Background: an optimization exercise with open tools, aiming at a short achievable clock period and few clock cycles. Do not read the settings as production practice.
Only simulation tests tie the RTL to the original design; equivalence was not proved.
Power is estimated from default activity; no workload was simulated.

## core_top
module core_top (
	input  logic        clk_i,
	input  logic        rst_n_i,
	input  logic        fetch_enable_i,
	output logic        instr_req_o,
	output logic [31:0] instr_addr_o,
	input  logic        instr_gnt_i,
	input  logic        instr_rvalid_i,
	input  logic [31:0] instr_rdata_i,
	output logic        data_req_o,
	output logic        data_we_o,
	output logic [31:0] data_addr_o,
	output logic [31:0] data_wdata_o,
	input  logic        data_gnt_i,
	input  logic        data_rvalid_i,
	input  logic [31:0] data_rdata_i,
	output logic        core_busy_o
);
For scale: roughly 8,200 cells after synthesis, about 170 I/O pins, ~80,000 µm² of cells after synthesis.
make LEC_CHECK=0 ABC_CLOCK_PERIOD_IN_PS=2500 CAP_MARGIN=20 CELL_PAD_IN_SITES_DETAIL_PLACEMENT=1 CELL_PAD_IN_SITES_GLOBAL_PLACEMENT=2 CORE_MARGIN=2 CORE_UTILIZATION=35 SETUP_SLACK_MARGIN=5 SLEW_MARGIN=20 finish   # period 10.0 ns
run.sh (not shown) runs the stock make flow with config.mk's settings and CLKGATE_MAP_FILE= SYNTH_SCRIPT=/design/flow/synth_recipe.tcl, a recipe that flattens the netlist after the stock synthesis.
The starting point passed the timing, design-rule and antenna checks.
Testbench counts at the start, summed over its fixed seeds: cycles 12,079.
Edit:
==> flow/flow/run.sh (new file) <==
#!/bin/bash
# Standard layout with two changes: adders are left to ABC as plain logic
# (no full/half-adder cells), and timing repair aims well below the period.
set -euo pipefail
bash standard.sh finish ADDER_MAP_FILE= SETUP_SLACK_MARGIN=6.5 > flow_make.log 2>&1
==> flow/standard.sh (new file) <==
#!/bin/bash
# synth_recipe.tcl (not shown) runs the flow's synth.tcl, then flattens the netlist and writes it again
# the make line also repeats each setting of config.mk as NAME=value (left out here)
make -C /OpenROAD-flow-scripts/flow DESIGN_CONFIG=/design/flow/config.mk WORK_HOME=/design/flow/orfs CLKGATE_MAP_FILE= SYNTH_SCRIPT=/design/flow/synth_recipe.tcl "${@:-finish}"
removed: flow/run.sh
Effect: Global-route usage rises by 1.8 points. Worst setup slack is better by 0.57 ns. Count of clock-buffer cells in the layout decreases by 16. Critical path depth came out lower by 6. Synthesized cell count stays flat. Total power went down by 9.5%. Die area went down by 1.4%. Sequential power is lower by 3.1%. Combinational power falls by 45%. Non-clock buffer count grows by 532. Area after synthesis is lower by 1.4%.

* * *

job 101:
Another version of the RTL of core_top (not shown whole).
Size in the first run: ~7,800 cells after synthesis, ~1,500 flip-flops, roughly 170 I/O pins, ~0.076 mm^2 of cells after synthesis.
export LEC_CHECK = 0
export ABC_CLOCK_PERIOD_IN_PS = 2500
export CAP_MARGIN = 20
export CELL_PAD_IN_SITES_DETAIL_PLACEMENT = 1
export CELL_PAD_IN_SITES_GLOBAL_PLACEMENT = 2
export CORE_MARGIN = 2
export CORE_UTILIZATION = 35
export SETUP_SLACK_MARGIN = 5
export SLEW_MARGIN = 20
create_clock -name core_clock -period 10.0 [get_ports {clk_i}]
standard.sh (not shown) runs the stock make flow with config.mk's settings and CLKGATE_MAP_FILE= SYNTH_SCRIPT=/design/flow/synth_recipe.tcl, a recipe that flattens the netlist after the stock synthesis.
==> flow/flow/run.sh <==
#!/bin/bash
# Standard layout, with timing repair aiming well below the clock period.
set -euo pipefail
bash standard.sh finish SETUP_SLACK_MARGIN=6.5 > flow_make.log 2>&1
Testbench counts of job 101, summed over its fixed seeds: cycles 12,285.
Changes in job 104 relative to job 101:
==> flow/run.sh (new file) <==
#!/bin/bash
# synth_recipe.tcl (not shown) runs the flow's synth.tcl, then flattens the netlist and writes it again
# the make line also repeats each setting of config.mk as NAME=value (left out here)
make -C /OpenROAD-flow-scripts/flow DESIGN_CONFIG=/design/flow/config.mk WORK_HOME=/design/flow/orfs CLKGATE_MAP_FILE= SYNTH_SCRIPT=/design/flow/synth_recipe.tcl finish
removed: flow/flow/run.sh
removed: flow/standard.sh
--- outcome ---
From job 101 to job 104 the numbers moved as follows: highest clock rate stayed essentially flat, total non-filler cell area in the finished layout fell by 0.0090 mm^2, met3 global-route usage fell by 1.1 points.
Reported for job 101 and job 104, number of hold-repair buffers added at the cts stage turned out identical to the last digit.
Job 104 consumes less power than job 101 does.

==> separate check: timing with driven ports <==
No port has a modelled driver above. Below, the same layouts with a new extraction and two added sets of constraints. Step 1 (the two cells are an assumption about what drives the block):
set clk [get_ports {clk_i}]
set_driving_cell -lib_cell sky130_fd_sc_hd__clkbuf_16 $clk
set_driving_cell -lib_cell sky130_fd_sc_hd__buf_2 [delete_from_list [all_inputs] $clk]
Step 2 also shifts input and output timing later by t, the mid clock arrival at the registers, as if the neighbouring blocks saw the same clock. a / b / c = no drivers / after step 1 / after step 2; a / b = the first two.
run | t, ns | setup WS [ns] | clock arrival spread, ns | worst register clock-pin slew, ns | pins driven straight from the clock port
the first run of note 1 | 0.961 | 4.778 / 4.829 / 3.868 | 0.035 / 0.034 | 0.07 / 0.07 | 1
the second run of note 1 | 0.932 | 5.350 / 5.364 / 4.478 | 0.041 / 0.041 | 0.07 / 0.07 | 1
job 101 | 0.927 | 5.027 / 5.026 / 4.099 | 0.037 / 0.036 | 0.07 / 0.07 | 1
job 104 | 0.920 | 5.017 / 5.047 / 4.127 | 0.033 / 0.034 | 0.07 / 0.07 | 1
After both steps every run listed still meets setup and hold. For job 101, which loses most, drivers alone change the setup slack by -0.001 ns; drivers and shift together by -0.928 ns.
